From an optimization exercise on the open Yosys and OpenROAD flow, aimed at small area and a short achievable clock period; shortcuts taken in it are not production practice. Function was not checked in any run shown here: the RTL went through the layout flow alone. Power figures rest on the tool's default switching activity, not on a simulated workload.

==> flow/design.v (outline; a module is shown in full before it is edited, if it fits) <==
// module cpu_alu_shifter: 41 lines
// module cpu_alu: 870 lines
// module cpu_alu_benc: 10 lines
// module cpu_alu_bpp: 11 lines
// module cpu_alu_fa: 10 lines
// module cpu_alu_ha: 9 lines
// module cpu_alu_cpa: 258 lines
module cpu_alu #(
    parameter int WIDTH = pkg_cpu_alu::ALU_WIDTH
) (
    input  logic             clk,
    input  logic             rst,
    input  logic             in_valid,
    input  logic [WIDTH-1:0] a,
    input  logic [WIDTH-1:0] b,
    input  logic [3:0]       oper,
    input  logic [3:0]       flags_in,
    output logic             out_valid,
    output logic [WIDTH-1:0] result,
    output logic [3:0]       flags_out
);
  // ...
==> flow/run.sh <==
#!/bin/bash
# synth_recipe.tcl (not shown) runs the flow's synth.tcl, then flattens the netlist and writes it again
# the make line also repeats each setting of config.mk as NAME=value (left out here)
make -C /OpenROAD-flow-scripts/flow DESIGN_CONFIG=/design/flow/config.mk WORK_HOME=/design/flow/orfs CLKGATE_MAP_FILE= SYNTH_SCRIPT=/design/flow/synth_recipe.tcl finish
==> flow/config.mk <==
export PLATFORM = sky130hd
export DESIGN_NAME = cpu_alu
export DESIGN_NICKNAME = cpu_alu
export VERILOG_FILES = /design/flow/design.v
export SDC_FILE = /design/flow/constraint.sdc
export NUM_CORES = 4
export LEC_CHECK = 0
export CAP_MARGIN = 20
export CORE_MARGIN = 2
export CORE_UTILIZATION = 40
export SETUP_SLACK_MARGIN = 3
export SLEW_MARGIN = 20
export SYNTH_HIERARCHICAL = 1
==> flow/constraint.sdc <==
create_clock -name core_clock -period 11.0 [get_ports {clk}]
set_input_delay 2.2000 -clock core_clock [delete_from_list [all_inputs] [get_ports {clk}]]
set_output_delay 2.2000 -clock core_clock [all_outputs]
set_load 0.01 [all_outputs]
==> results.txt, run 1 <==
Yosys:
- The sequential fraction of the synthesis area is 0.0339.
- The share of the synthesized netlist area taken by xor and xnor gates is 0.156.
- The fraction of registers with async set or reset after synthesis is 0.
- Among all flip-flop cells after synthesis, the most frequent one is dfxtp_1.

Final layout:
- Of the total standard cell area in the layout, the sequential portion is 0.0290.
- Leaving out fill and tap cells, the most frequent cell in the layout is xnor2_1.
- After layout, the buffer instance count without clock buffers stands at between 300 and 400.
- The repair_antennas step left the layout with diodes totalling 0.
- The multi-input combinational gate total is approximately 1900.
- Counting the clock-network buffers in the layout gives 7.
- The final-layout clock-cell area share is 0.00605.

Pwr:
- Summed over all nets, the switching power comes to 2.40 mW.
- The heaviest power group is combinational cells.
- Of the total power, the share spent switching nets is 0.521.

Timing:
- The final setup violation count is 0.
- Setup repair after global routing could not meet its margin everywhere.
- Static timing analysis puts the maximum clock frequency at 124 MHz.

Route:
- The total met3 wirelength after detailed routing is 7660 microns.
- The initial detailed-routing violation count is 2300.
- The first TritonRoute pass finished after 9 iterations.
- In the detailed route, the total length drawn on met2 is between 30000 and 40000 microns.
- The routed wirelength normalized by instance count is 26.7 microns.

Clocking:
- Clock tree synthesis found a total of 36 sinks.

GRT:
- After global routing the overflow that remains totals 0.

Outcome:
- The flow ran to the end and the layout has no timing, DRC or antenna violations.

Run:
- Across the run, the number of max-cap violations was 0.

Floorplan:
- In this run the count of I/O pins placed on the die edge is 112.
==> module cpu_alu, before the edit <==
module cpu_alu #(
    parameter int WIDTH = pkg_cpu_alu::ALU_WIDTH
) (
    input  logic             clk,
    input  logic             rst,
    input  logic             in_valid,
    input  logic [WIDTH-1:0] a,
    input  logic [WIDTH-1:0] b,
    input  logic [3:0]       oper,
    input  logic [3:0]       flags_in,
    output logic             out_valid,
    output logic [WIDTH-1:0] result,
    output logic [3:0]       flags_out
);
    logic             w_mul;
    logic             w_arith;
    logic             w_rsb;
    logic             w_invb;
    logic [WIDTH-1:0] w_add_x;
    logic [WIDTH-1:0] w_add_y;
    logic             w_add_cin;
    logic [WIDTH-1:0] w_row0;
    logic [WIDTH-1:0] w_row1;
    logic [WIDTH-1:0] w_sum;
    logic             w_cout;
    logic             w_sum_zero;
    logic             w_add_v;
    logic [WIDTH-1:0] w_sh_result;
    logic             w_sh_c;
    logic [WIDTH-1:0] w_other;
    logic [WIDTH-1:0] w_result;
    logic [3:0]       w_flags;
    logic [15:0]      bone;
    logic [15:0]      btwo;
    logic [15:0]      bneg;
    logic             r_valid;
    logic [WIDTH-1:0] r_result;
    logic [3:0]       r_flags;
    assign w_mul   = (oper == OP_MUL);
    assign w_arith = (oper <= OP_RSB);
    assign w_rsb   = (oper == OP_RSB);
    assign w_invb  = (oper == OP_SUB) || (oper == OP_SBC);
    always_comb begin
        w_add_x   = '0;
        w_add_y   = '0;
        w_add_cin = 1'b0;
        if (w_arith) begin
            w_add_x   = w_rsb ? b : a;
            w_add_y   = w_rsb ? ~a : (w_invb ? ~b : b);
            w_add_cin = (oper == OP_SUB) || w_rsb || (oper[0] && flags_in[FLAG_C]);
        end
    end
    cpu_alu_benc u_benc0 (.i_b({b[1], b[0], 1'b0}), .o_one(bone[0]), .o_two(btwo[0]), .o_neg(bneg[0]));
    cpu_alu_benc u_benc1 (.i_b({b[3], b[2], b[1]}), .o_one(bone[1]), .o_two(btwo[1]), .o_neg(bneg[1]));
    cpu_alu_benc u_benc2 (.i_b({b[5], b[4], b[3]}), .o_one(bone[2]), .o_two(btwo[2]), .o_neg(bneg[2]));
    cpu_alu_benc u_benc3 (.i_b({b[7], b[6], b[5]}), .o_one(bone[3]), .o_two(btwo[3]), .o_neg(bneg[3]));
    cpu_alu_benc u_benc4 (.i_b({b[9], b[8], b[7]}), .o_one(bone[4]), .o_two(btwo[4]), .o_neg(bneg[4]));
    cpu_alu_benc u_benc5 (.i_b({b[11], b[10], b[9]}), .o_one(bone[5]), .o_two(btwo[5]), .o_neg(bneg[5]));
    cpu_alu_benc u_benc6 (.i_b({b[13], b[12], b[11]}), .o_one(bone[6]), .o_two(btwo[6]), .o_neg(bneg[6]));
    cpu_alu_benc u_benc7 (.i_b({b[15], b[14], b[13]}), .o_one(bone[7]), .o_two(btwo[7]), .o_neg(bneg[7]));
    cpu_alu_benc u_benc8 (.i_b({b[17], b[16], b[15]}), .o_one(bone[8]), .o_two(btwo[8]), .o_neg(bneg[8]));
    cpu_alu_benc u_benc9 (.i_b({b[19], b[18], b[17]}), .o_one(bone[9]), .o_two(btwo[9]), .o_neg(bneg[9]));
    cpu_alu_benc u_benc10 (.i_b({b[21], b[20], b[19]}), .o_one(bone[10]), .o_two(btwo[10]), .o_neg(bneg[10]));
    cpu_alu_benc u_benc11 (.i_b({b[23], b[22], b[21]}), .o_one(bone[11]), .o_two(btwo[11]), .o_neg(bneg[11]));
    cpu_alu_benc u_benc12 (.i_b({b[25], b[24], b[23]}), .o_one(bone[12]), .o_two(btwo[12]), .o_neg(bneg[12]));
    cpu_alu_benc u_benc13 (.i_b({b[27], b[26], b[25]}), .o_one(bone[13]), .o_two(btwo[13]), .o_neg(bneg[13]));
    cpu_alu_benc u_benc14 (.i_b({b[29], b[28], b[27]}), .o_one(bone[14]), .o_two(btwo[14]), .o_neg(bneg[14]));
    cpu_alu_benc u_benc15 (.i_b({b[31], b[30], b[29]}), .o_one(bone[15]), .o_two(btwo[15]), .o_neg(bneg[15]));
    logic [31:0] pp0;
    cpu_alu_bpp #(.N(32)) u_bpp0 (.i_a(a[31:0]), .i_one(bone[0]), .i_two(btwo[0]), .i_neg(bneg[0]), .o_pp(pp0));
    logic [29:0] pp1;
    cpu_alu_bpp #(.N(30)) u_bpp1 (.i_a(a[29:0]), .i_one(bone[1]), .i_two(btwo[1]), .i_neg(bneg[1]), .o_pp(pp1));
    logic [27:0] pp2;
    cpu_alu_bpp #(.N(28)) u_bpp2 (.i_a(a[27:0]), .i_one(bone[2]), .i_two(btwo[2]), .i_neg(bneg[2]), .o_pp(pp2));
    logic [25:0] pp3;
    cpu_alu_bpp #(.N(26)) u_bpp3 (.i_a(a[25:0]), .i_one(bone[3]), .i_two(btwo[3]), .i_neg(bneg[3]), .o_pp(pp3));
    logic [23:0] pp4;
    cpu_alu_bpp #(.N(24)) u_bpp4 (.i_a(a[23:0]), .i_one(bone[4]), .i_two(btwo[4]), .i_neg(bneg[4]), .o_pp(pp4));
    logic [21:0] pp5;
    cpu_alu_bpp #(.N(22)) u_bpp5 (.i_a(a[21:0]), .i_one(bone[5]), .i_two(btwo[5]), .i_neg(bneg[5]), .o_pp(pp5));
    logic [19:0] pp6;
    cpu_alu_bpp #(.N(20)) u_bpp6 (.i_a(a[19:0]), .i_one(bone[6]), .i_two(btwo[6]), .i_neg(bneg[6]), .o_pp(pp6));
    logic [17:0] pp7;
    cpu_alu_bpp #(.N(18)) u_bpp7 (.i_a(a[17:0]), .i_one(bone[7]), .i_two(btwo[7]), .i_neg(bneg[7]), .o_pp(pp7));
    logic [15:0] pp8;
    cpu_alu_bpp #(.N(16)) u_bpp8 (.i_a(a[15:0]), .i_one(bone[8]), .i_two(btwo[8]), .i_neg(bneg[8]), .o_pp(pp8));
    logic [13:0] pp9;
    cpu_alu_bpp #(.N(14)) u_bpp9 (.i_a(a[13:0]), .i_one(bone[9]), .i_two(btwo[9]), .i_neg(bneg[9]), .o_pp(pp9));
    logic [11:0] pp10;
    cpu_alu_bpp #(.N(12)) u_bpp10 (.i_a(a[11:0]), .i_one(bone[10]), .i_two(btwo[10]), .i_neg(bneg[10]), .o_pp(pp10));
    logic [9:0] pp11;
    cpu_alu_bpp #(.N(10)) u_bpp11 (.i_a(a[9:0]), .i_one(bone[11]), .i_two(btwo[11]), .i_neg(bneg[11]), .o_pp(pp11));
    logic [7:0] pp12;
    cpu_alu_bpp #(.N(8)) u_bpp12 (.i_a(a[7:0]), .i_one(bone[12]), .i_two(btwo[12]), .i_neg(bneg[12]), .o_pp(pp12));
    logic [5:0] pp13;
    cpu_alu_bpp #(.N(6)) u_bpp13 (.i_a(a[5:0]), .i_one(bone[13]), .i_two(btwo[13]), .i_neg(bneg[13]), .o_pp(pp13));
    logic [3:0] pp14;
    cpu_alu_bpp #(.N(4)) u_bpp14 (.i_a(a[3:0]), .i_one(bone[14]), .i_two(btwo[14]), .i_neg(bneg[14]), .o_pp(pp14));
    logic [1:0] pp15;
    cpu_alu_bpp #(.N(2)) u_bpp15 (.i_a(a[1:0]), .i_one(bone[15]), .i_two(btwo[15]), .i_neg(bneg[15]), .o_pp(pp15));
    logic hs0;
    logic hc0;
    logic hs1;
    logic hc1;
    logic fs0;
    logic fc0;
    logic hs2;
    logic hc2;
    logic fs1;
    logic fc1;
    logic hs3;
    logic hc3;
    logic fs2;
    logic fc2;
    logic fs3;
    logic fc3;
    logic hs4;
    logic hc4;
    logic fs4;
    logic fc4;
    logic fs5;
    logic fc5;
    logic hs5;
    logic hc5;
    logic fs6;
    logic fc6;
    logic fs7;
    logic fc7;
    logic fs8;
    logic fc8;
    logic hs6;
    logic hc6;
    logic fs9;
    logic fc9;
    logic fs10;
    logic fc10;
    logic fs11;
    logic fc11;
    logic hs7;
    logic hc7;
    logic hs8;
    logic hc8;
    logic hs9;
    logic hc9;
    logic fs12;
    logic fc12;
    logic hs10;
    logic hc10;
    logic fs13;
    logic fc13;
    logic hs11;
    logic hc11;
    logic fs14;
    logic fc14;
    logic fs15;
    logic fc15;
    logic hs12;
    logic hc12;
    logic fs16;
    logic fc16;
    logic fs17;
    logic fc17;
    logic hs13;
    logic hc13;
    logic fs18;
    logic fc18;
    logic fs19;
    logic fc19;
    logic fs20;
    logic fc20;
    logic hs14;
    logic hc14;
    logic fs21;
    logic fc21;
    logic fs22;
    logic fc22;
    logic fs23;
    logic fc23;
    logic hs15;
    logic hc15;
    logic fs24;
    logic fc24;
    logic fs25;
    logic fc25;
    logic fs26;
    logic fc26;
    logic fs27;
    logic fc27;
    logic fs28;
    logic fc28;
    logic fs29;
    logic fc29;
    logic fs30;
    logic fc30;
    logic fs31;
    logic fc31;
    logic fs32;
    logic fc32;
    logic fs33;
    logic fc33;
    logic fs34;
    logic fc34;
    logic fs35;
    logic fc35;
    logic fs36;
    logic fc36;
    logic fs37;
    logic fc37;
    logic fs38;
    logic fc38;
    logic fs39;
    logic fc39;
    logic fs40;
    logic fc40;
    logic fs41;
    logic fc41;
    logic fs42;
    logic fc42;
    logic fs43;
    logic fc43;
    logic fs44;
    logic fc44;
    logic fs45;
    logic fc45;
    logic fs46;
    logic fc46;
    logic fs47;
    logic fc47;
    logic fs48;
    logic fc48;
    logic fs49;
    logic fc49;
    logic fs50;
    logic fc50;
    logic fs51;
    logic fc51;
    logic fs52;
    logic fc52;
    logic fs53;
    logic fc53;
    logic fs54;
    logic fc54;
    logic fs55;
    logic fc55;
    logic hs16;
    logic hc16;
    logic hs17;
    logic hc17;
    logic fs56;
    logic fc56;
    logic hs18;
    logic hc18;
    logic fs57;
    logic fc57;
    logic hs19;
    logic hc19;
    logic fs58;
    logic fc58;
    logic fs59;
    logic fc59;
    logic hs20;
    logic hc20;
    logic fs60;
    logic fc60;
    logic fs61;
    logic fc61;
    logic hs21;
    logic hc21;
    logic fs62;
    logic fc62;
    logic fs63;
    logic fc63;
    logic fs64;
    logic fc64;
    logic fs65;
    logic fc65;
    logic fs66;
    logic fc66;
    logic fs67;
    logic fc67;
    logic fs68;
    logic fc68;
    logic fs69;
    logic fc69;
    logic fs70;
    logic fc70;
    logic fs71;
    logic fc71;
    logic fs72;
    logic fc72;
    logic fs73;
    logic fc73;
    logic fs74;
    logic fc74;
    logic fs75;
    logic fc75;
    logic fs76;
    logic fc76;
    logic fs77;
    logic fc77;
    logic fs78;
    logic fc78;
    logic fs79;
    logic fc79;
    logic fs80;
    logic fc80;
    logic fs81;
    logic fc81;
    logic fs82;
    logic fc82;
    logic fs83;
    logic fc83;
    logic fs84;
    logic fc84;
    logic fs85;
    logic fc85;
    logic fs86;
    logic fc86;
    logic fs87;
    logic fc87;
    logic fs88;
    logic fc88;
    logic fs89;
    logic fc89;
    logic fs90;
    logic fc90;
    logic fs91;
    logic fc91;
    logic fs92;
    logic fc92;
    logic fs93;
    logic fc93;
    logic fs94;
    logic fc94;
    logic fs95;
    logic fc95;
    logic fs96;
    logic fc96;
    logic fs97;
    logic fc97;
    logic fs98;
    logic fc98;
    logic fs99;
    logic fc99;
    logic fs100;
    logic fc100;
    logic fs101;
    logic fc101;
    logic fs102;
    logic fc102;
    logic fs103;
    logic fc103;
    logic fs104;
    logic fc104;
    logic fs105;
    logic fc105;
    logic fs106;
    logic fc106;
    logic fs107;
    logic fc107;
    logic fs108;
    logic fc108;
    logic fs109;
    logic fc109;
    logic hs22;
    logic hc22;
    logic hs23;
    logic hc23;
    logic fs110;
    logic fc110;
    logic hs24;
    logic hc24;
    logic fs111;
    logic fc111;
    logic hs25;
    logic hc25;
    logic fs112;
    logic fc112;
    logic fs113;
    logic fc113;
    logic fs114;
    logic fc114;
    logic fs115;
    logic fc115;
    logic fs116;
    logic fc116;
    logic fs117;
    logic fc117;
    logic fs118;
    logic fc118;
    logic fs119;
    logic fc119;
    logic fs120;
    logic fc120;
    logic fs121;
    logic fc121;
    logic fs122;
    logic fc122;
    logic fs123;
    logic fc123;
    logic fs124;
    logic fc124;
    logic fs125;
    logic fc125;
    logic fs126;
    logic fc126;
    logic fs127;
    logic fc127;
    logic fs128;
    logic fc128;
    logic fs129;
    logic fc129;
    logic fs130;
    logic fc130;
    logic fs131;
    logic fc131;
    logic fs132;
    logic fc132;
    logic fs133;
    logic fc133;
    logic fs134;
    logic fc134;
    logic fs135;
    logic fc135;
    logic fs136;
    logic fc136;
    logic fs137;
    logic fc137;
    logic fs138;
    logic fc138;
    logic fs139;
    logic fc139;
    logic fs140;
    logic fc140;
    logic fs141;
    logic fc141;
    logic fs142;
    logic fc142;
    logic fs143;
    logic fc143;
    logic fs144;
    logic fc144;
    logic fs145;
    logic fc145;
    logic fs146;
    logic fc146;
    logic fs147;
    logic fc147;
    logic fs148;
    logic fc148;
    logic fs149;
    logic fc149;
    logic fs150;
    logic fc150;
    logic fs151;
    logic fc151;
    logic fs152;
    logic fc152;
    logic fs153;
    logic fc153;
    logic fs154;
    logic fc154;
    logic fs155;
    logic fc155;
    logic hs26;
    logic hc26;
    logic hs27;
    logic hc27;
    logic fs156;
    logic fc156;
    logic fs157;
    logic fc157;
    logic fs158;
    logic fc158;
    logic fs159;
    logic fc159;
    logic fs160;
    logic fc160;
    logic fs161;
    logic fc161;
    logic fs162;
    logic fc162;
    logic fs163;
    logic fc163;
    logic fs164;
    logic fc164;
    logic fs165;
    logic fc165;
    logic fs166;
    logic fc166;
    logic fs167;
    logic fc167;
    logic fs168;
    logic fc168;
    logic fs169;
    logic fc169;
    logic fs170;
    logic fc170;
    logic fs171;
    logic fc171;
    logic fs172;
    logic fc172;
    logic fs173;
    logic fc173;
    logic fs174;
    logic fc174;
    logic fs175;
    logic fc175;
    logic fs176;
    logic fc176;
    logic fs177;
    logic fc177;
    logic fs178;
    logic fc178;
    logic fs179;
    logic fc179;
    logic fs180;
    logic fc180;
    logic fs181;
    logic fc181;
    logic hs28;
    logic hc28;
    logic hs29;
    logic hc29;
    logic fs182;
    logic fc182;
    logic fs183;
    logic fc183;
    logic fs184;
    logic fc184;
    logic fs185;
    logic fc185;
    logic fs186;
    logic fc186;
    logic fs187;
    logic fc187;
    logic fs188;
    logic fc188;
    logic fs189;
    logic fc189;
    logic fs190;
    logic fc190;
    logic fs191;
    logic fc191;
    logic fs192;
    logic fc192;
    logic fs193;
    logic fc193;
    logic fs194;
    logic fc194;
    logic fs195;
    logic fc195;
    logic fs196;
    logic fc196;
    logic fs197;
    logic fc197;
    logic fs198;
    logic fc198;
    logic fs199;
    logic fc199;
    logic fs200;
    logic fc200;
    logic fs201;
    logic fc201;
    logic fs202;
    logic fc202;
    logic fs203;
    logic fc203;
    logic fs204;
    logic fc204;
    logic fs205;
    logic fc205;
    logic fs206;
    logic fc206;
    logic fs207;
    logic fc207;
    logic fs208;
    logic fc208;
    logic fs209;
    logic fc209;
    cpu_alu_ha u_ha0 (.i_a(bneg[12]), .i_b(pp0[24]), .o_s(hs0), .o_c(hc0));
    cpu_alu_ha u_ha1 (.i_a(pp0[25]), .i_b(pp10[5]), .o_s(hs1), .o_c(hc1));
    cpu_alu_fa u_fa0 (.i_a(bneg[13]), .i_b(pp0[26]), .i_c(pp10[6]), .o_s(fs0), .o_c(fc0));
    cpu_alu_ha u_ha2 (.i_a(pp11[4]), .i_b(pp12[2]), .o_s(hs2), .o_c(hc2));
    cpu_alu_fa u_fa1 (.i_a(pp0[27]), .i_b(pp10[7]), .i_c(pp11[5]), .o_s(fs1), .o_c(fc1));
    cpu_alu_ha u_ha3 (.i_a(pp12[3]), .i_b(pp13[1]), .o_s(hs3), .o_c(hc3));
    cpu_alu_fa u_fa2 (.i_a(bneg[14]), .i_b(pp0[28]), .i_c(pp10[8]), .o_s(fs2), .o_c(fc2));
    cpu_alu_fa u_fa3 (.i_a(pp11[6]), .i_b(pp12[4]), .i_c(pp13[2]), .o_s(fs3), .o_c(fc3));
    cpu_alu_ha u_ha4 (.i_a(pp14[0]), .i_b(pp1[26]), .o_s(hs4), .o_c(hc4));
    cpu_alu_fa u_fa4 (.i_a(pp0[29]), .i_b(pp10[9]), .i_c(pp11[7]), .o_s(fs4), .o_c(fc4));
    cpu_alu_fa u_fa5 (.i_a(pp12[5]), .i_b(pp13[3]), .i_c(pp14[1]), .o_s(fs5), .o_c(fc5));
    cpu_alu_ha u_ha5 (.i_a(pp1[27]), .i_b(pp2[25]), .o_s(hs5), .o_c(hc5));
    cpu_alu_fa u_fa6 (.i_a(bneg[15]), .i_b(pp0[30]), .i_c(pp10[10]), .o_s(fs6), .o_c(fc6));
    cpu_alu_fa u_fa7 (.i_a(pp11[8]), .i_b(pp12[6]), .i_c(pp13[4]), .o_s(fs7), .o_c(fc7));
    cpu_alu_fa u_fa8 (.i_a(pp14[2]), .i_b(pp15[0]), .i_c(pp1[28]), .o_s(fs8), .o_c(fc8));
    cpu_alu_ha u_ha6 (.i_a(pp2[26]), .i_b(pp3[24]), .o_s(hs6), .o_c(hc6));
    cpu_alu_fa u_fa9 (.i_a(pp0[31]), .i_b(pp10[11]), .i_c(pp11[9]), .o_s(fs9), .o_c(fc9));
    cpu_alu_fa u_fa10 (.i_a(pp12[7]), .i_b(pp13[5]), .i_c(pp14[3]), .o_s(fs10), .o_c(fc10));
    cpu_alu_fa u_fa11 (.i_a(pp15[1]), .i_b(pp1[29]), .i_c(pp2[27]), .o_s(fs11), .o_c(fc11));
    cpu_alu_ha u_ha7 (.i_a(pp3[25]), .i_b(pp4[23]), .o_s(hs7), .o_c(hc7));
    cpu_alu_ha u_ha8 (.i_a(bneg[8]), .i_b(pp0[16]), .o_s(hs8), .o_c(hc8));
    cpu_alu_ha u_ha9 (.i_a(pp0[17]), .i_b(pp1[15]), .o_s(hs9), .o_c(hc9));
    cpu_alu_fa u_fa12 (.i_a(bneg[9]), .i_b(pp0[18]), .i_c(pp1[16]), .o_s(fs12), .o_c(fc12));
    cpu_alu_ha u_ha10 (.i_a(pp2[14]), .i_b(pp3[12]), .o_s(hs10), .o_c(hc10));
    cpu_alu_fa u_fa13 (.i_a(pp0[19]), .i_b(pp1[17]), .i_c(pp2[15]), .o_s(fs13), .o_c(fc13));
    cpu_alu_ha u_ha11 (.i_a(pp3[13]), .i_b(pp4[11]), .o_s(hs11), .o_c(hc11));
    cpu_alu_fa u_fa14 (.i_a(bneg[10]), .i_b(pp0[20]), .i_c(pp10[0]), .o_s(fs14), .o_c(fc14));
    cpu_alu_fa u_fa15 (.i_a(pp1[18]), .i_b(pp2[16]), .i_c(pp3[14]), .o_s(fs15), .o_c(fc15));
    cpu_alu_ha u_ha12 (.i_a(pp4[12]), .i_b(pp5[10]), .o_s(hs12), .o_c(hc12));
    cpu_alu_fa u_fa16 (.i_a(pp0[21]), .i_b(pp10[1]), .i_c(pp1[19]), .o_s(fs16), .o_c(fc16));
    cpu_alu_fa u_fa17 (.i_a(pp2[17]), .i_b(pp3[15]), .i_c(pp4[13]), .o_s(fs17), .o_c(fc17));
    cpu_alu_ha u_ha13 (.i_a(pp5[11]), .i_b(pp6[9]), .o_s(hs13), .o_c(hc13));
    cpu_alu_fa u_fa18 (.i_a(bneg[11]), .i_b(pp0[22]), .i_c(pp10[2]), .o_s(fs18), .o_c(fc18));
    cpu_alu_fa u_fa19 (.i_a(pp11[0]), .i_b(pp1[20]), .i_c(pp2[18]), .o_s(fs19), .o_c(fc19));
    cpu_alu_fa u_fa20 (.i_a(pp3[16]), .i_b(pp4[14]), .i_c(pp5[12]), .o_s(fs20), .o_c(fc20));
    cpu_alu_ha u_ha14 (.i_a(pp6[10]), .i_b(pp7[8]), .o_s(hs14), .o_c(hc14));
    cpu_alu_fa u_fa21 (.i_a(pp0[23]), .i_b(pp10[3]), .i_c(pp11[1]), .o_s(fs21), .o_c(fc21));
    cpu_alu_fa u_fa22 (.i_a(pp1[21]), .i_b(pp2[19]), .i_c(pp3[17]), .o_s(fs22), .o_c(fc22));
    cpu_alu_fa u_fa23 (.i_a(pp4[15]), .i_b(pp5[13]), .i_c(pp6[11]), .o_s(fs23), .o_c(fc23));
    cpu_alu_ha u_ha15 (.i_a(pp7[9]), .i_b(pp8[7]), .o_s(hs15), .o_c(hc15));
    cpu_alu_fa u_fa24 (.i_a(pp10[4]), .i_b(pp11[2]), .i_c(pp12[0]), .o_s(fs24), .o_c(fc24));
    cpu_alu_fa u_fa25 (.i_a(pp1[22]), .i_b(pp2[20]), .i_c(pp3[18]), .o_s(fs25), .o_c(fc25));
    cpu_alu_fa u_fa26 (.i_a(pp4[16]), .i_b(pp5[14]), .i_c(pp6[12]), .o_s(fs26), .o_c(fc26));
    cpu_alu_fa u_fa27 (.i_a(pp7[10]), .i_b(pp8[8]), .i_c(pp9[6]), .o_s(fs27), .o_c(fc27));
    cpu_alu_fa u_fa28 (.i_a(pp11[3]), .i_b(pp12[1]), .i_c(pp1[23]), .o_s(fs28), .o_c(fc28));
    cpu_alu_fa u_fa29 (.i_a(pp2[21]), .i_b(pp3[19]), .i_c(pp4[17]), .o_s(fs29), .o_c(fc29));
    cpu_alu_fa u_fa30 (.i_a(pp5[15]), .i_b(pp6[13]), .i_c(pp7[11]), .o_s(fs30), .o_c(fc30));
    cpu_alu_fa u_fa31 (.i_a(pp8[9]), .i_b(pp9[7]), .i_c(hc0), .o_s(fs31), .o_c(fc31));
    cpu_alu_fa u_fa32 (.i_a(pp13[0]), .i_b(pp1[24]), .i_c(pp2[22]), .o_s(fs32), .o_c(fc32));
    cpu_alu_fa u_fa33 (.i_a(pp3[20]), .i_b(pp4[18]), .i_c(pp5[16]), .o_s(fs33), .o_c(fc33));
    cpu_alu_fa u_fa34 (.i_a(pp6[14]), .i_b(pp7[12]), .i_c(pp8[10]), .o_s(fs34), .o_c(fc34));
    cpu_alu_fa u_fa35 (.i_a(pp9[8]), .i_b(hc1), .i_c(hs2), .o_s(fs35), .o_c(fc35));
    cpu_alu_fa u_fa36 (.i_a(pp1[25]), .i_b(pp2[23]), .i_c(pp3[21]), .o_s(fs36), .o_c(fc36));
    cpu_alu_fa u_fa37 (.i_a(pp4[19]), .i_b(pp5[17]), .i_c(pp6[15]), .o_s(fs37), .o_c(fc37));
    cpu_alu_fa u_fa38 (.i_a(pp7[13]), .i_b(pp8[11]), .i_c(pp9[9]), .o_s(fs38), .o_c(fc38));
    cpu_alu_fa u_fa39 (.i_a(hc2), .i_b(hs3), .i_c(fc0), .o_s(fs39), .o_c(fc39));
    cpu_alu_fa u_fa40 (.i_a(pp2[24]), .i_b(pp3[22]), .i_c(pp4[20]), .o_s(fs40), .o_c(fc40));
    cpu_alu_fa u_fa41 (.i_a(pp5[18]), .i_b(pp6[16]), .i_c(pp7[14]), .o_s(fs41), .o_c(fc41));
    cpu_alu_fa u_fa42 (.i_a(pp8[12]), .i_b(pp9[10]), .i_c(hc3), .o_s(fs42), .o_c(fc42));
    cpu_alu_fa u_fa43 (.i_a(hs4), .i_b(fc1), .i_c(fs2), .o_s(fs43), .o_c(fc43));
    cpu_alu_fa u_fa44 (.i_a(pp3[23]), .i_b(pp4[21]), .i_c(pp5[19]), .o_s(fs44), .o_c(fc44));
    cpu_alu_fa u_fa45 (.i_a(pp6[17]), .i_b(pp7[15]), .i_c(pp8[13]), .o_s(fs45), .o_c(fc45));
    cpu_alu_fa u_fa46 (.i_a(pp9[11]), .i_b(hc4), .i_c(hs5), .o_s(fs46), .o_c(fc46));
    cpu_alu_fa u_fa47 (.i_a(fc2), .i_b(fc3), .i_c(fs4), .o_s(fs47), .o_c(fc47));
    cpu_alu_fa u_fa48 (.i_a(pp4[22]), .i_b(pp5[20]), .i_c(pp6[18]), .o_s(fs48), .o_c(fc48));
    cpu_alu_fa u_fa49 (.i_a(pp7[16]), .i_b(pp8[14]), .i_c(pp9[12]), .o_s(fs49), .o_c(fc49));
    cpu_alu_fa u_fa50 (.i_a(hc5), .i_b(hs6), .i_c(fc4), .o_s(fs50), .o_c(fc50));
    cpu_alu_fa u_fa51 (.i_a(fc5), .i_b(fs6), .i_c(fs7), .o_s(fs51), .o_c(fc51));
    cpu_alu_fa u_fa52 (.i_a(pp5[21]), .i_b(pp6[19]), .i_c(pp7[17]), .o_s(fs52), .o_c(fc52));
    cpu_alu_fa u_fa53 (.i_a(pp8[15]), .i_b(pp9[13]), .i_c(hc6), .o_s(fs53), .o_c(fc53));
    cpu_alu_fa u_fa54 (.i_a(hs7), .i_b(fc6), .i_c(fc7), .o_s(fs54), .o_c(fc54));
    cpu_alu_fa u_fa55 (.i_a(fc8), .i_b(fs10), .i_c(fs11), .o_s(fs55), .o_c(fc55));
    cpu_alu_ha u_ha16 (.i_a(bneg[5]), .i_b(pp0[10]), .o_s(hs16), .o_c(hc16));
    cpu_alu_ha u_ha17 (.i_a(pp0[11]), .i_b(pp1[9]), .o_s(hs17), .o_c(hc17));
    cpu_alu_fa u_fa56 (.i_a(bneg[6]), .i_b(pp0[12]), .i_c(pp1[10]), .o_s(fs56), .o_c(fc56));
    cpu_alu_ha u_ha18 (.i_a(pp2[8]), .i_b(pp3[6]), .o_s(hs18), .o_c(hc18));
    cpu_alu_fa u_fa57 (.i_a(pp0[13]), .i_b(pp1[11]), .i_c(pp2[9]), .o_s(fs57), .o_c(fc57));
    cpu_alu_ha u_ha19 (.i_a(pp3[7]), .i_b(pp4[5]), .o_s(hs19), .o_c(hc19));
    cpu_alu_fa u_fa58 (.i_a(bneg[7]), .i_b(pp0[14]), .i_c(pp1[12]), .o_s(fs58), .o_c(fc58));
    cpu_alu_fa u_fa59 (.i_a(pp2[10]), .i_b(pp3[8]), .i_c(pp4[6]), .o_s(fs59), .o_c(fc59));
    cpu_alu_ha u_ha20 (.i_a(pp5[4]), .i_b(pp6[2]), .o_s(hs20), .o_c(hc20));
    cpu_alu_fa u_fa60 (.i_a(pp0[15]), .i_b(pp1[13]), .i_c(pp2[11]), .o_s(fs60), .o_c(fc60));
    cpu_alu_fa u_fa61 (.i_a(pp3[9]), .i_b(pp4[7]), .i_c(pp5[5]), .o_s(fs61), .o_c(fc61));
    cpu_alu_ha u_ha21 (.i_a(pp6[3]), .i_b(pp7[1]), .o_s(hs21), .o_c(hc21));
    cpu_alu_fa u_fa62 (.i_a(pp1[14]), .i_b(pp2[12]), .i_c(pp3[10]), .o_s(fs62), .o_c(fc62));
    cpu_alu_fa u_fa63 (.i_a(pp4[8]), .i_b(pp5[6]), .i_c(pp6[4]), .o_s(fs63), .o_c(fc63));
    cpu_alu_fa u_fa64 (.i_a(pp7[2]), .i_b(pp8[0]), .i_c(hs8), .o_s(fs64), .o_c(fc64));
    cpu_alu_fa u_fa65 (.i_a(pp2[13]), .i_b(pp3[11]), .i_c(pp4[9]), .o_s(fs65), .o_c(fc65));
    cpu_alu_fa u_fa66 (.i_a(pp5[7]), .i_b(pp6[5]), .i_c(pp7[3]), .o_s(fs66), .o_c(fc66));
    cpu_alu_fa u_fa67 (.i_a(pp8[1]), .i_b(hc8), .i_c(hs9), .o_s(fs67), .o_c(fc67));
    cpu_alu_fa u_fa68 (.i_a(pp4[10]), .i_b(pp5[8]), .i_c(pp6[6]), .o_s(fs68), .o_c(fc68));
    cpu_alu_fa u_fa69 (.i_a(pp7[4]), .i_b(pp8[2]), .i_c(pp9[0]), .o_s(fs69), .o_c(fc69));
    cpu_alu_fa u_fa70 (.i_a(hc9), .i_b(hs10), .i_c(fs12), .o_s(fs70), .o_c(fc70));
    cpu_alu_fa u_fa71 (.i_a(pp5[9]), .i_b(pp6[7]), .i_c(pp7[5]), .o_s(fs71), .o_c(fc71));
    cpu_alu_fa u_fa72 (.i_a(pp8[3]), .i_b(pp9[1]), .i_c(hc10), .o_s(fs72), .o_c(fc72));
    cpu_alu_fa u_fa73 (.i_a(hs11), .i_b(fc12), .i_c(fs13), .o_s(fs73), .o_c(fc73));
    cpu_alu_fa u_fa74 (.i_a(pp6[8]), .i_b(pp7[6]), .i_c(pp8[4]), .o_s(fs74), .o_c(fc74));
    cpu_alu_fa u_fa75 (.i_a(pp9[2]), .i_b(hc11), .i_c(hs12), .o_s(fs75), .o_c(fc75));
    cpu_alu_fa u_fa76 (.i_a(fc13), .i_b(fs14), .i_c(fs15), .o_s(fs76), .o_c(fc76));
    cpu_alu_fa u_fa77 (.i_a(pp7[7]), .i_b(pp8[5]), .i_c(pp9[3]), .o_s(fs77), .o_c(fc77));
    cpu_alu_fa u_fa78 (.i_a(hc12), .i_b(hs13), .i_c(fc14), .o_s(fs78), .o_c(fc78));
    cpu_alu_fa u_fa79 (.i_a(fc15), .i_b(fs16), .i_c(fs17), .o_s(fs79), .o_c(fc79));
    cpu_alu_fa u_fa80 (.i_a(pp8[6]), .i_b(pp9[4]), .i_c(hc13), .o_s(fs80), .o_c(fc80));
    cpu_alu_fa u_fa81 (.i_a(hs14), .i_b(fc16), .i_c(fc17), .o_s(fs81), .o_c(fc81));
    cpu_alu_fa u_fa82 (.i_a(fs18), .i_b(fs19), .i_c(fs20), .o_s(fs82), .o_c(fc82));
    cpu_alu_fa u_fa83 (.i_a(pp9[5]), .i_b(hc14), .i_c(hs15), .o_s(fs83), .o_c(fc83));
    cpu_alu_fa u_fa84 (.i_a(fc18), .i_b(fc19), .i_c(fc20), .o_s(fs84), .o_c(fc84));
    cpu_alu_fa u_fa85 (.i_a(fs21), .i_b(fs22), .i_c(fs23), .o_s(fs85), .o_c(fc85));
    cpu_alu_fa u_fa86 (.i_a(hc15), .i_b(hs0), .i_c(fc21), .o_s(fs86), .o_c(fc86));
    cpu_alu_fa u_fa87 (.i_a(fc22), .i_b(fc23), .i_c(fs24), .o_s(fs87), .o_c(fc87));
    cpu_alu_fa u_fa88 (.i_a(fs25), .i_b(fs26), .i_c(fs27), .o_s(fs88), .o_c(fc88));
    cpu_alu_fa u_fa89 (.i_a(hs1), .i_b(fc24), .i_c(fc25), .o_s(fs89), .o_c(fc89));
    cpu_alu_fa u_fa90 (.i_a(fc26), .i_b(fc27), .i_c(fs28), .o_s(fs90), .o_c(fc90));
    cpu_alu_fa u_fa91 (.i_a(fs29), .i_b(fs30), .i_c(fs31), .o_s(fs91), .o_c(fc91));
    cpu_alu_fa u_fa92 (.i_a(fc28), .i_b(fc29), .i_c(fc30), .o_s(fs92), .o_c(fc92));
    cpu_alu_fa u_fa93 (.i_a(fs0), .i_b(fs32), .i_c(fs33), .o_s(fs93), .o_c(fc93));
    cpu_alu_fa u_fa94 (.i_a(fs34), .i_b(fc31), .i_c(fs35), .o_s(fs94), .o_c(fc94));
    cpu_alu_fa u_fa95 (.i_a(fc32), .i_b(fc33), .i_c(fc34), .o_s(fs95), .o_c(fc95));
    cpu_alu_fa u_fa96 (.i_a(fs1), .i_b(fs36), .i_c(fs37), .o_s(fs96), .o_c(fc96));
    cpu_alu_fa u_fa97 (.i_a(fs38), .i_b(fc35), .i_c(fs39), .o_s(fs97), .o_c(fc97));
    cpu_alu_fa u_fa98 (.i_a(fc36), .i_b(fc37), .i_c(fc38), .o_s(fs98), .o_c(fc98));
    cpu_alu_fa u_fa99 (.i_a(fs3), .i_b(fs40), .i_c(fs41), .o_s(fs99), .o_c(fc99));
    cpu_alu_fa u_fa100 (.i_a(fs42), .i_b(fc39), .i_c(fs43), .o_s(fs100), .o_c(fc100));
    cpu_alu_fa u_fa101 (.i_a(fc40), .i_b(fc41), .i_c(fs44), .o_s(fs101), .o_c(fc101));
    cpu_alu_fa u_fa102 (.i_a(fs45), .i_b(fs5), .i_c(fc42), .o_s(fs102), .o_c(fc102));
    cpu_alu_fa u_fa103 (.i_a(fs46), .i_b(fc43), .i_c(fs47), .o_s(fs103), .o_c(fc103));
    cpu_alu_fa u_fa104 (.i_a(fc44), .i_b(fc45), .i_c(fs48), .o_s(fs104), .o_c(fc104));
    cpu_alu_fa u_fa105 (.i_a(fs49), .i_b(fs8), .i_c(fc46), .o_s(fs105), .o_c(fc105));
    cpu_alu_fa u_fa106 (.i_a(fc47), .i_b(fs50), .i_c(fs51), .o_s(fs106), .o_c(fc106));
    cpu_alu_fa u_fa107 (.i_a(fc48), .i_b(fc49), .i_c(fs52), .o_s(fs107), .o_c(fc107));
    cpu_alu_fa u_fa108 (.i_a(fs9), .i_b(fs53), .i_c(fc50), .o_s(fs108), .o_c(fc108));
    cpu_alu_fa u_fa109 (.i_a(fc51), .i_b(fs54), .i_c(fs55), .o_s(fs109), .o_c(fc109));
    cpu_alu_ha u_ha22 (.i_a(bneg[3]), .i_b(pp0[6]), .o_s(hs22), .o_c(hc22));
    cpu_alu_ha u_ha23 (.i_a(pp0[7]), .i_b(pp1[5]), .o_s(hs23), .o_c(hc23));
    cpu_alu_fa u_fa110 (.i_a(bneg[4]), .i_b(pp0[8]), .i_c(pp1[6]), .o_s(fs110), .o_c(fc110));
    cpu_alu_ha u_ha24 (.i_a(pp2[4]), .i_b(pp3[2]), .o_s(hs24), .o_c(hc24));
    cpu_alu_fa u_fa111 (.i_a(pp0[9]), .i_b(pp1[7]), .i_c(pp2[5]), .o_s(fs111), .o_c(fc111));
    cpu_alu_ha u_ha25 (.i_a(pp3[3]), .i_b(pp4[1]), .o_s(hs25), .o_c(hc25));
    cpu_alu_fa u_fa112 (.i_a(pp1[8]), .i_b(pp2[6]), .i_c(pp3[4]), .o_s(fs112), .o_c(fc112));
    cpu_alu_fa u_fa113 (.i_a(pp4[2]), .i_b(pp5[0]), .i_c(hs16), .o_s(fs113), .o_c(fc113));
    cpu_alu_fa u_fa114 (.i_a(pp2[7]), .i_b(pp3[5]), .i_c(pp4[3]), .o_s(fs114), .o_c(fc114));
    cpu_alu_fa u_fa115 (.i_a(pp5[1]), .i_b(hc16), .i_c(hs17), .o_s(fs115), .o_c(fc115));
    cpu_alu_fa u_fa116 (.i_a(pp4[4]), .i_b(pp5[2]), .i_c(pp6[0]), .o_s(fs116), .o_c(fc116));
    cpu_alu_fa u_fa117 (.i_a(hc17), .i_b(hs18), .i_c(fs56), .o_s(fs117), .o_c(fc117));
    cpu_alu_fa u_fa118 (.i_a(pp5[3]), .i_b(pp6[1]), .i_c(hc18), .o_s(fs118), .o_c(fc118));
    cpu_alu_fa u_fa119 (.i_a(hs19), .i_b(fc56), .i_c(fs57), .o_s(fs119), .o_c(fc119));
    cpu_alu_fa u_fa120 (.i_a(pp7[0]), .i_b(hc19), .i_c(hs20), .o_s(fs120), .o_c(fc120));
    cpu_alu_fa u_fa121 (.i_a(fc57), .i_b(fs58), .i_c(fs59), .o_s(fs121), .o_c(fc121));
    cpu_alu_fa u_fa122 (.i_a(hc20), .i_b(hs21), .i_c(fc58), .o_s(fs122), .o_c(fc122));
    cpu_alu_fa u_fa123 (.i_a(fc59), .i_b(fs60), .i_c(fs61), .o_s(fs123), .o_c(fc123));
    cpu_alu_fa u_fa124 (.i_a(hc21), .i_b(fc60), .i_c(fc61), .o_s(fs124), .o_c(fc124));
    cpu_alu_fa u_fa125 (.i_a(fs62), .i_b(fs63), .i_c(fs64), .o_s(fs125), .o_c(fc125));
    cpu_alu_fa u_fa126 (.i_a(fc62), .i_b(fc63), .i_c(fs65), .o_s(fs126), .o_c(fc126));
    cpu_alu_fa u_fa127 (.i_a(fs66), .i_b(fc64), .i_c(fs67), .o_s(fs127), .o_c(fc127));
    cpu_alu_fa u_fa128 (.i_a(fc65), .i_b(fc66), .i_c(fs68), .o_s(fs128), .o_c(fc128));
    cpu_alu_fa u_fa129 (.i_a(fs69), .i_b(fc67), .i_c(fs70), .o_s(fs129), .o_c(fc129));
    cpu_alu_fa u_fa130 (.i_a(fc68), .i_b(fc69), .i_c(fs71), .o_s(fs130), .o_c(fc130));
    cpu_alu_fa u_fa131 (.i_a(fs72), .i_b(fc70), .i_c(fs73), .o_s(fs131), .o_c(fc131));
    cpu_alu_fa u_fa132 (.i_a(fc71), .i_b(fs74), .i_c(fc72), .o_s(fs132), .o_c(fc132));
    cpu_alu_fa u_fa133 (.i_a(fs75), .i_b(fc73), .i_c(fs76), .o_s(fs133), .o_c(fc133));
    cpu_alu_fa u_fa134 (.i_a(fc74), .i_b(fs77), .i_c(fc75), .o_s(fs134), .o_c(fc134));
    cpu_alu_fa u_fa135 (.i_a(fc76), .i_b(fs78), .i_c(fs79), .o_s(fs135), .o_c(fc135));
    cpu_alu_fa u_fa136 (.i_a(fc77), .i_b(fs80), .i_c(fc78), .o_s(fs136), .o_c(fc136));
    cpu_alu_fa u_fa137 (.i_a(fc79), .i_b(fs81), .i_c(fs82), .o_s(fs137), .o_c(fc137));
    cpu_alu_fa u_fa138 (.i_a(fc80), .i_b(fs83), .i_c(fc81), .o_s(fs138), .o_c(fc138));
    cpu_alu_fa u_fa139 (.i_a(fc82), .i_b(fs84), .i_c(fs85), .o_s(fs139), .o_c(fc139));
    cpu_alu_fa u_fa140 (.i_a(fc83), .i_b(fc84), .i_c(fc85), .o_s(fs140), .o_c(fc140));
    cpu_alu_fa u_fa141 (.i_a(fs86), .i_b(fs87), .i_c(fs88), .o_s(fs141), .o_c(fc141));
    cpu_alu_fa u_fa142 (.i_a(fc86), .i_b(fc87), .i_c(fc88), .o_s(fs142), .o_c(fc142));
    cpu_alu_fa u_fa143 (.i_a(fs89), .i_b(fs90), .i_c(fs91), .o_s(fs143), .o_c(fc143));
    cpu_alu_fa u_fa144 (.i_a(fc89), .i_b(fc90), .i_c(fs92), .o_s(fs144), .o_c(fc144));
    cpu_alu_fa u_fa145 (.i_a(fs93), .i_b(fc91), .i_c(fs94), .o_s(fs145), .o_c(fc145));
    cpu_alu_fa u_fa146 (.i_a(fc92), .i_b(fc93), .i_c(fs95), .o_s(fs146), .o_c(fc146));
    cpu_alu_fa u_fa147 (.i_a(fs96), .i_b(fc94), .i_c(fs97), .o_s(fs147), .o_c(fc147));
    cpu_alu_fa u_fa148 (.i_a(fc95), .i_b(fc96), .i_c(fs98), .o_s(fs148), .o_c(fc148));
    cpu_alu_fa u_fa149 (.i_a(fs99), .i_b(fc97), .i_c(fs100), .o_s(fs149), .o_c(fc149));
    cpu_alu_fa u_fa150 (.i_a(fc98), .i_b(fc99), .i_c(fs101), .o_s(fs150), .o_c(fc150));
    cpu_alu_fa u_fa151 (.i_a(fs102), .i_b(fc100), .i_c(fs103), .o_s(fs151), .o_c(fc151));
    cpu_alu_fa u_fa152 (.i_a(fc101), .i_b(fs104), .i_c(fc102), .o_s(fs152), .o_c(fc152));
    cpu_alu_fa u_fa153 (.i_a(fs105), .i_b(fc103), .i_c(fs106), .o_s(fs153), .o_c(fc153));
    cpu_alu_fa u_fa154 (.i_a(fc104), .i_b(fs107), .i_c(fc105), .o_s(fs154), .o_c(fc154));
    cpu_alu_fa u_fa155 (.i_a(fs108), .i_b(fc106), .i_c(fs109), .o_s(fs155), .o_c(fc155));
    cpu_alu_ha u_ha26 (.i_a(bneg[2]), .i_b(pp0[4]), .o_s(hs26), .o_c(hc26));
    cpu_alu_ha u_ha27 (.i_a(pp0[5]), .i_b(pp1[3]), .o_s(hs27), .o_c(hc27));
    cpu_alu_fa u_fa156 (.i_a(pp1[4]), .i_b(pp2[2]), .i_c(pp3[0]), .o_s(fs156), .o_c(fc156));
    cpu_alu_fa u_fa157 (.i_a(pp2[3]), .i_b(pp3[1]), .i_c(hc22), .o_s(fs157), .o_c(fc157));
    cpu_alu_fa u_fa158 (.i_a(pp4[0]), .i_b(hc23), .i_c(hs24), .o_s(fs158), .o_c(fc158));
    cpu_alu_fa u_fa159 (.i_a(hc24), .i_b(hs25), .i_c(fc110), .o_s(fs159), .o_c(fc159));
    cpu_alu_fa u_fa160 (.i_a(hc25), .i_b(fc111), .i_c(fs112), .o_s(fs160), .o_c(fc160));
    cpu_alu_fa u_fa161 (.i_a(fc112), .i_b(fs114), .i_c(fc113), .o_s(fs161), .o_c(fc161));
    cpu_alu_fa u_fa162 (.i_a(fc114), .i_b(fs116), .i_c(fc115), .o_s(fs162), .o_c(fc162));
    cpu_alu_fa u_fa163 (.i_a(fc116), .i_b(fs118), .i_c(fc117), .o_s(fs163), .o_c(fc163));
    cpu_alu_fa u_fa164 (.i_a(fc118), .i_b(fs120), .i_c(fc119), .o_s(fs164), .o_c(fc164));
    cpu_alu_fa u_fa165 (.i_a(fc120), .i_b(fc121), .i_c(fs122), .o_s(fs165), .o_c(fc165));
    cpu_alu_fa u_fa166 (.i_a(fc122), .i_b(fc123), .i_c(fs124), .o_s(fs166), .o_c(fc166));
    cpu_alu_fa u_fa167 (.i_a(fc124), .i_b(fs126), .i_c(fc125), .o_s(fs167), .o_c(fc167));
    cpu_alu_fa u_fa168 (.i_a(fc126), .i_b(fs128), .i_c(fc127), .o_s(fs168), .o_c(fc168));
    cpu_alu_fa u_fa169 (.i_a(fc128), .i_b(fs130), .i_c(fc129), .o_s(fs169), .o_c(fc169));
    cpu_alu_fa u_fa170 (.i_a(fc130), .i_b(fs132), .i_c(fc131), .o_s(fs170), .o_c(fc170));
    cpu_alu_fa u_fa171 (.i_a(fc132), .i_b(fs134), .i_c(fc133), .o_s(fs171), .o_c(fc171));
    cpu_alu_fa u_fa172 (.i_a(fc134), .i_b(fs136), .i_c(fc135), .o_s(fs172), .o_c(fc172));
    cpu_alu_fa u_fa173 (.i_a(fc136), .i_b(fs138), .i_c(fc137), .o_s(fs173), .o_c(fc173));
    cpu_alu_fa u_fa174 (.i_a(fc138), .i_b(fc139), .i_c(fs140), .o_s(fs174), .o_c(fc174));
    cpu_alu_fa u_fa175 (.i_a(fc140), .i_b(fc141), .i_c(fs142), .o_s(fs175), .o_c(fc175));
    cpu_alu_fa u_fa176 (.i_a(fc142), .i_b(fs144), .i_c(fc143), .o_s(fs176), .o_c(fc176));
    cpu_alu_fa u_fa177 (.i_a(fc144), .i_b(fs146), .i_c(fc145), .o_s(fs177), .o_c(fc177));
    cpu_alu_fa u_fa178 (.i_a(fc146), .i_b(fs148), .i_c(fc147), .o_s(fs178), .o_c(fc178));
    cpu_alu_fa u_fa179 (.i_a(fc148), .i_b(fs150), .i_c(fc149), .o_s(fs179), .o_c(fc179));
    cpu_alu_fa u_fa180 (.i_a(fc150), .i_b(fs152), .i_c(fc151), .o_s(fs180), .o_c(fc180));
    cpu_alu_fa u_fa181 (.i_a(fc152), .i_b(fs154), .i_c(fc153), .o_s(fs181), .o_c(fc181));
    cpu_alu_ha u_ha28 (.i_a(bneg[1]), .i_b(pp0[2]), .o_s(hs28), .o_c(hc28));
    cpu_alu_ha u_ha29 (.i_a(pp0[3]), .i_b(pp1[1]), .o_s(hs29), .o_c(hc29));
    cpu_alu_fa u_fa182 (.i_a(pp1[2]), .i_b(pp2[0]), .i_c(hs26), .o_s(fs182), .o_c(fc182));
    cpu_alu_fa u_fa183 (.i_a(pp2[1]), .i_b(hc26), .i_c(hs27), .o_s(fs183), .o_c(fc183));
    cpu_alu_fa u_fa184 (.i_a(hc27), .i_b(hs22), .i_c(fs156), .o_s(fs184), .o_c(fc184));
    cpu_alu_fa u_fa185 (.i_a(hs23), .i_b(fc156), .i_c(fs157), .o_s(fs185), .o_c(fc185));
    cpu_alu_fa u_fa186 (.i_a(fs110), .i_b(fc157), .i_c(fs158), .o_s(fs186), .o_c(fc186));
    cpu_alu_fa u_fa187 (.i_a(fs111), .i_b(fc158), .i_c(fs159), .o_s(fs187), .o_c(fc187));
    cpu_alu_fa u_fa188 (.i_a(fs113), .i_b(fc159), .i_c(fs160), .o_s(fs188), .o_c(fc188));
    cpu_alu_fa u_fa189 (.i_a(fs115), .i_b(fc160), .i_c(fs161), .o_s(fs189), .o_c(fc189));
    cpu_alu_fa u_fa190 (.i_a(fs117), .i_b(fc161), .i_c(fs162), .o_s(fs190), .o_c(fc190));
    cpu_alu_fa u_fa191 (.i_a(fs119), .i_b(fc162), .i_c(fs163), .o_s(fs191), .o_c(fc191));
    cpu_alu_fa u_fa192 (.i_a(fs121), .i_b(fc163), .i_c(fs164), .o_s(fs192), .o_c(fc192));
    cpu_alu_fa u_fa193 (.i_a(fs123), .i_b(fc164), .i_c(fs165), .o_s(fs193), .o_c(fc193));
    cpu_alu_fa u_fa194 (.i_a(fs125), .i_b(fc165), .i_c(fs166), .o_s(fs194), .o_c(fc194));
    cpu_alu_fa u_fa195 (.i_a(fs127), .i_b(fc166), .i_c(fs167), .o_s(fs195), .o_c(fc195));
    cpu_alu_fa u_fa196 (.i_a(fs129), .i_b(fc167), .i_c(fs168), .o_s(fs196), .o_c(fc196));
    cpu_alu_fa u_fa197 (.i_a(fs131), .i_b(fc168), .i_c(fs169), .o_s(fs197), .o_c(fc197));
    cpu_alu_fa u_fa198 (.i_a(fs133), .i_b(fc169), .i_c(fs170), .o_s(fs198), .o_c(fc198));
    cpu_alu_fa u_fa199 (.i_a(fs135), .i_b(fc170), .i_c(fs171), .o_s(fs199), .o_c(fc199));
    cpu_alu_fa u_fa200 (.i_a(fs137), .i_b(fc171), .i_c(fs172), .o_s(fs200), .o_c(fc200));
    cpu_alu_fa u_fa201 (.i_a(fs139), .i_b(fc172), .i_c(fs173), .o_s(fs201), .o_c(fc201));
    cpu_alu_fa u_fa202 (.i_a(fs141), .i_b(fc173), .i_c(fs174), .o_s(fs202), .o_c(fc202));
    cpu_alu_fa u_fa203 (.i_a(fs143), .i_b(fc174), .i_c(fs175), .o_s(fs203), .o_c(fc203));
    cpu_alu_fa u_fa204 (.i_a(fs145), .i_b(fc175), .i_c(fs176), .o_s(fs204), .o_c(fc204));
    cpu_alu_fa u_fa205 (.i_a(fs147), .i_b(fc176), .i_c(fs177), .o_s(fs205), .o_c(fc205));
    cpu_alu_fa u_fa206 (.i_a(fs149), .i_b(fc177), .i_c(fs178), .o_s(fs206), .o_c(fc206));
    cpu_alu_fa u_fa207 (.i_a(fs151), .i_b(fc178), .i_c(fs179), .o_s(fs207), .o_c(fc207));
    cpu_alu_fa u_fa208 (.i_a(fs153), .i_b(fc179), .i_c(fs180), .o_s(fs208), .o_c(fc208));
    cpu_alu_fa u_fa209 (.i_a(fs155), .i_b(fc180), .i_c(fs181), .o_s(fs209), .o_c(fc209));
    assign w_row0 = {fc208, fc207, fc206, fc205, fc204, fc203, fc202, fc201, fc200, fc199, fc198, fc197, fc196, fc195, fc194, fc193, fc192, fc191, fc190, fc189, fc188, fc187, fc186, fc185, fc184, fc183, fc182, hc29, hc28, pp1[0], pp0[1], bneg[0]};
    assign w_row1 = {fs209, fs208, fs207, fs206, fs205, fs204, fs203, fs202, fs201, fs200, fs199, fs198, fs197, fs196, fs195, fs194, fs193, fs192, fs191, fs190, fs189, fs188, fs187, fs186, fs185, fs184, fs183, fs182, hs29, hs28, 1'b0, pp0[0]};
    cpu_alu_cpa u_cpa (
        .i_x    ((w_row0 & {WIDTH{w_mul}}) | w_add_x),
        .i_y    ((w_row1 & {WIDTH{w_mul}}) | w_add_y),
        .i_cin  (w_add_cin),
        .o_sum  (w_sum),
        .o_cout (w_cout),
        .o_zero (w_sum_zero)
    );
    assign w_add_v = (w_add_x[WIDTH-1] == w_add_y[WIDTH-1]) && (w_sum[WIDTH-1] != w_add_x[WIDTH-1]);
    cpu_alu_shifter u_shifter (
        .i_a      (a),
        .i_b      (b),
        .i_op     (oper),
        .i_c      (flags_in[FLAG_C]),
        .o_result (w_sh_result),
        .o_c      (w_sh_c)
    );
    always_comb begin
        case (oper)
            OP_AND:  w_other = a & b;
            OP_ORR:  w_other = a | b;
            OP_XOR:  w_other = a ^ b;
            OP_BIC:  w_other = a & ~b;
            OP_CPY:  w_other = b;
            default: w_other = w_sh_result;
        endcase
    end
    assign w_result = (w_arith || w_mul) ? w_sum : w_other;
    always_comb begin
        w_flags = flags_in;
        if (w_arith) begin
            w_flags[FLAG_C] = w_cout;
            w_flags[FLAG_V] = w_add_v;
        end else if (oper >= OP_LSL && oper <= OP_ROR) begin
            w_flags[FLAG_C] = w_sh_c;
        end
        w_flags[FLAG_Z] = (w_arith || w_mul) ? w_sum_zero : (w_other == '0);
        w_flags[FLAG_N] = w_result[WIDTH-1];
    end
    always_ff @(posedge clk) begin
        r_valid  <= in_valid && !rst;
        r_result <= w_result;
        r_flags  <= w_flags;
    end
    assign out_valid = r_valid;
    assign result    = r_result;
    assign flags_out = r_flags;
endmodule
==> run 2: changes to the inputs <==
--- a/flow/design.v
+++ b/flow/design.v
@@ -86,16 +86,17 @@
     logic             w_invb;
     logic [WIDTH-1:0] w_add_x;
     logic [WIDTH-1:0] w_add_y;
     logic             w_add_cin;
     logic [WIDTH-1:0] w_row0;
     logic [WIDTH-1:0] w_row1;
     logic [WIDTH-1:0] w_sum;
     logic             w_cout;
+    logic             w_c31;
     logic             w_sum_zero;
     logic             w_add_v;
     logic [WIDTH-1:0] w_sh_result;
     logic             w_sh_c;
     logic [WIDTH-1:0] w_other;
     logic [WIDTH-1:0] w_result;
     logic [3:0]       w_flags;
     logic [15:0]      bone;
@@ -103,26 +104,19 @@
     logic [15:0]      bneg;
     logic             r_valid;
     logic [WIDTH-1:0] r_result;
     logic [3:0]       r_flags;
     assign w_mul   = (oper == OP_MUL);
     assign w_arith = (oper <= OP_RSB);
     assign w_rsb   = (oper == OP_RSB);
     assign w_invb  = (oper == OP_SUB) || (oper == OP_SBC);
-    always_comb begin
-        w_add_x   = '0;
-        w_add_y   = '0;
-        w_add_cin = 1'b0;
-        if (w_arith) begin
-            w_add_x   = w_rsb ? b : a;
-            w_add_y   = w_rsb ? ~a : (w_invb ? ~b : b);
-            w_add_cin = (oper == OP_SUB) || w_rsb || (oper[0] && flags_in[FLAG_C]);
-        end
-    end
+    assign w_add_x   = a ^ {WIDTH{w_rsb}};
+    assign w_add_y   = b ^ {WIDTH{w_invb}};
+    assign w_add_cin = (oper == OP_SUB) || w_rsb || (oper[0] && flags_in[FLAG_C]);
     cpu_alu_benc u_benc0 (.i_b({b[1], b[0], 1'b0}), .o_one(bone[0]), .o_two(btwo[0]), .o_neg(bneg[0]));
     cpu_alu_benc u_benc1 (.i_b({b[3], b[2], b[1]}), .o_one(bone[1]), .o_two(btwo[1]), .o_neg(bneg[1]));
     cpu_alu_benc u_benc2 (.i_b({b[5], b[4], b[3]}), .o_one(bone[2]), .o_two(btwo[2]), .o_neg(bneg[2]));
     cpu_alu_benc u_benc3 (.i_b({b[7], b[6], b[5]}), .o_one(bone[3]), .o_two(btwo[3]), .o_neg(bneg[3]));
     cpu_alu_benc u_benc4 (.i_b({b[9], b[8], b[7]}), .o_one(bone[4]), .o_two(btwo[4]), .o_neg(bneg[4]));
     cpu_alu_benc u_benc5 (.i_b({b[11], b[10], b[9]}), .o_one(bone[5]), .o_two(btwo[5]), .o_neg(bneg[5]));
     cpu_alu_benc u_benc6 (.i_b({b[13], b[12], b[11]}), .o_one(bone[6]), .o_two(btwo[6]), .o_neg(bneg[6]));
     cpu_alu_benc u_benc7 (.i_b({b[15], b[14], b[13]}), .o_one(bone[7]), .o_two(btwo[7]), .o_neg(bneg[7]));
@@ -884,24 +878,25 @@
     cpu_alu_fa u_fa205 (.i_a(fs147), .i_b(fc176), .i_c(fs177), .o_s(fs205), .o_c(fc205));
     cpu_alu_fa u_fa206 (.i_a(fs149), .i_b(fc177), .i_c(fs178), .o_s(fs206), .o_c(fc206));
     cpu_alu_fa u_fa207 (.i_a(fs151), .i_b(fc178), .i_c(fs179), .o_s(fs207), .o_c(fc207));
     cpu_alu_fa u_fa208 (.i_a(fs153), .i_b(fc179), .i_c(fs180), .o_s(fs208), .o_c(fc208));
     cpu_alu_fa u_fa209 (.i_a(fs155), .i_b(fc180), .i_c(fs181), .o_s(fs209), .o_c(fc209));
     assign w_row0 = {fc208, fc207, fc206, fc205, fc204, fc203, fc202, fc201, fc200, fc199, fc198, fc197, fc196, fc195, fc194, fc193, fc192, fc191, fc190, fc189, fc188, fc187, fc186, fc185, fc184, fc183, fc182, hc29, hc28, pp1[0], pp0[1], bneg[0]};
     assign w_row1 = {fs209, fs208, fs207, fs206, fs205, fs204, fs203, fs202, fs201, fs200, fs199, fs198, fs197, fs196, fs195, fs194, fs193, fs192, fs191, fs190, fs189, fs188, fs187, fs186, fs185, fs184, fs183, fs182, hs29, hs28, 1'b0, pp0[0]};
     cpu_alu_cpa u_cpa (
-        .i_x    ((w_row0 & {WIDTH{w_mul}}) | w_add_x),
-        .i_y    ((w_row1 & {WIDTH{w_mul}}) | w_add_y),
-        .i_cin  (w_add_cin),
+        .i_x    (w_mul ? w_row0 : w_add_x),
+        .i_y    (w_mul ? w_row1 : w_add_y),
+        .i_cin  (w_add_cin && !w_mul),
         .o_sum  (w_sum),
         .o_cout (w_cout),
+        .o_c31  (w_c31),
         .o_zero (w_sum_zero)
     );
-    assign w_add_v = (w_add_x[WIDTH-1] == w_add_y[WIDTH-1]) && (w_sum[WIDTH-1] != w_add_x[WIDTH-1]);
+    assign w_add_v = (w_add_x[WIDTH-1] == w_add_y[WIDTH-1]) && (w_c31 != w_add_x[WIDTH-1]);
     cpu_alu_shifter u_shifter (
         .i_a      (a),
         .i_b      (b),
         .i_op     (oper),
         .i_c      (flags_in[FLAG_C]),
         .o_result (w_sh_result),
         .o_c      (w_sh_c)
     );
@@ -977,16 +972,17 @@
     assign o_c = i_a & i_b;
 endmodule
 module cpu_alu_cpa (
     input  logic [31:0] i_x,
     input  logic [31:0] i_y,
     input  logic        i_cin,
     output logic [31:0] o_sum,
     output logic        o_cout,
+    output logic        o_c31,
     output logic        o_zero
 );
     logic [31:0] g;
     logic [31:0] p;
     logic [31:0] c;
     assign g = (i_x & i_y) | {31'd0, (i_x[0] | i_y[0]) & i_cin};
     assign p = i_x ^ i_y;
     logic pg0, pp0;
@@ -1227,10 +1223,11 @@
     assign pg78 = pg62 | (pp62 & pg55);
     assign pp78 = pp62 & pp55;
     logic pg79, pp79;
     assign pg79 = pg63 | (pp63 & pg55);
     assign pp79 = pp63 & pp55;
     assign c = {pg79, pg78, pg77, pg76, pg75, pg74, pg73, pg72, pg71, pg70, pg69, pg68, pg67, pg66, pg65, pg64, pg55, pg54, pg53, pg52, pg51, pg50, pg49, pg48, pg35, pg34, pg33, pg32, pg17, pg16, pg0, g[0]};
     assign o_sum  = p ^ {c[30:0], i_cin};
     assign o_cout = c[31];
+    assign o_c31  = c[30];
     assign o_zero = ~|((i_x ^ i_y) ^ {i_x[30:0] | i_y[30:0], i_cin});
 endmodule
==> run 2 against run 1 <==
  * Final area grew 0.89%
  * Worst setup slack improved by 0.11 ns
  * Maximum frequency grew 1.4%
  * Worst hold slack improved by 0.0030 ns
  * Critical endpoint is now r_result[30]
  * Combinational power is essentially flat
  * Clock power rose by 12%
  * Clock-buffer cell count is 2 lower
  * Still clean on timing, DRC and antenna
  * Largest cell class unchanged
  * Sequential power grew 5%
==> results.txt, run 2 <==
Outcome:
- The flow ran to the end and the layout has no timing, DRC or antenna violations.

Timing:
- Setup repair after global routing left no endpoint under its margin.
- The final-layout worst hold slack is around 2.4 ns.
- The top achievable clock speed is 126 MHz (+1.4%).
- The final setup violation count is 0 (unchanged).
- The actual transition at the worst max-transition pin is ~0.86 ns.

Placement:
- After legalization and detailed placement, the total HPWL measured 62000 microns.
- The setup slack after placement is between 1.5 and 2 ns.

Floorplan:
- The die is 235 microns tall.
- The horizontal die dimension is 235 microns.
- The top-level port count is 112 (unchanged).
- The core region is between 0.05 and 0.06 sq mm.

Final layout:
- With fillers left out, the area of the finished cells amounts to 0.0251 sq mm.
- The total inserted antenna cells is 0 (unchanged).
- For this run, the share of the core covered by cells in the final layout is 0.476.
- The most common cell after layout, fill and taps aside is xnor2_1.
- The register with the highest flop count is r_result.
- The largest registers in the layout are r_result: 32 flops, r_flags: 3 flops, r_valid: 1 flops.
- The post-route non-filler standard cell count is 3146.

Yosys:
- The synthesized design spends more area on one cell type than any other, namely fa_1.
- The mean instance size in the synthesized netlist is about 9.2 sq um.
- Sorting the synthesized cells by area gives the leading types as fa_1, xnor2_1, a22oi_2.
- The mux cell area share after synthesis is 0.108.
- The most repeated cell in the gate-level netlist after synthesis is xnor2_1.
- The fraction of registers with async set or reset after synthesis was 0 (unchanged).
- The adder-cell share of the synthesized area is 0.277.
- The sequential fraction of the synthesis area is 0.0338 (-0.000113).
- In this run, synthesis inferred 0 flip-flops with an integrated enable.
- For this run, the leading register cell type out of synthesis is dfxtp_1.
- The area share of and/or/nand/nor cells after synthesis is 0.0869.
- The share of the synthesized netlist area taken by xor and xnor gates is 0.167 (+0.0113).

Clocking:
- The clock net sink count is 36 (unchanged).
- TritonCTS built the clock tree.
- The root buffer cell is clkbuf_16.

GRT:
- The final global-route overflow total came to 0 (unchanged).

Route:
- The initial detailed-routing violation count is 2434 (+5.8%).
- The routed wirelength normalized by instance count was 27.8 microns (+4.1%).
- The number of iterations in the first detailed-routing pass is 9 (unchanged).
- Using the TritonRoute via totals, the vias-per-cell ratio works out to 6.35.
- The detailed-route DRC error count is 0.

Critical path:
- The largest individual stage delay along the critical path comes from the cell fa_2.
- The maximum fanout encountered on the critical timing path is 17.

Pwr:
- The net switching share of the total power is 0.525 (+0.00449).
- Dividing total power by cell area gives a power density of 185 mW/mm^2.
- Power comes to 4.64 mW.
- The total net switching power was 2.44 mW (+1.3%).
- The leakage power figure is around 9.7 nW.
- Cell internal power was estimated by the tool at roughly 2.2 mW.

Run:
- The max capacitance violation total came to 0 (unchanged).
-- run 2: cell count changes in the layout (fill, tap and decap cells not counted), sizes merged, moves of 25 or more --
cell,previous run,this run
inv,178,147
xnor2,317,381
nand2,116,169
xor2,58,24
buf,217,242
a22oi,298,257
-- run 2: routing by layer --
metal,track usage,vias to the layer above,wire [microns]
met5,0,-,0
met4,0.140,0,4660
met3,0.0341,225,7860
met2,0.493,1197,40000
met1,0.402,10100,34900
li1,-,8488,-
-- run 2: critical path: cells and delay by family --
family | cells | cell delay, ns
adder cells (fa/ha/maj) | 6 | 2.72
AO/OA/AOI/OAI | 8 | 1.78
AND/OR/NAND/NOR | 4 | 0.64
buffers and inverters | 4 | 0.61
XOR/XNOR | 1 | 0.21
-- run 2: repair_timing --
action,in CTS,in global routing
cloned,3,4
buffers inserted,70,44
gates resized for setup,168,136
endpoints found under the setup margin,20,15
hold endpoints to repair,0,0
pin swaps,29,59
-- run 2: power by group through the flow --
stage	combinational, mW	sequential [mW]	clock, mW
floorplan	2.48	0.212	0
global placement	3.87	0.192	0
detailed placement	3.92	0.193	0
CTS	4.06	0.190	0.176
global route	4.61	0.193	0.180
finish	4.28	0.189	0.173
-- run 2: cell families (layout without fill, tap and decap cells) --
logic type	count (synthesis)	after routing
compound gates	624	624
xor+xnor	405	405
simple gates	384	384
buf+inv	349	482
fa+ha+maj	343	343
mux	181	181
flops	36	36
other cells	1	3
-- run 2: per-module statistics from Yosys, one instance, submodules excluded, excerpt --
| module | copies in the design | cells inside | flip-flops and latches | cell area (sq um) |
|---|---|---|---|---|
| cpu_alu_benc | 16 | 5 | 0 | 38.8 |
| cpu_alu | 1 | 701 | 36 | 4780 |
| cpu_alu_shifter | 1 | 370 | 0 | 3200 |
| cpu_alu_fa | 210 | 1 | 0 | 20.0 |
| cpu_alu_ha | 30 | 1 | 0 | 12.5 |
| cpu_alu_cpa | 1 | 305 | 0 | 2340 |
-- run 2: final timing paths --
| check | slack [ns] | to | from |
|---|---|---|---|
| max | 3.05 | r_result[30] | b[9] |
| min | 2.44 | r_valid | rst |
-- run 2: area by class of cell --
cell class / instances / area (sq um) / share of cell area
multi-input combinational: 1940 / 19500 / 0.779
tap: 688 / 861 / 0.0344
timing repair buffer: 328 / 3250 / 0.130
inverter: 146 / 548 / 0.0219
clock buffer: 5 / 125 / 0.00499
clock inverter: 3 / 46.3 / 0.00185
sequential: 36 / 721 / 0.0288

Re-timed with assumed drivers on the ports (clkbuf_16 on the clock, buf_2 on other inputs), run 2 has 2.908 ns of setup slack against 3.055 ns with ideal ports, and 2.569 ns once port delays also move by the mid clock arrival of 0.339 ns.
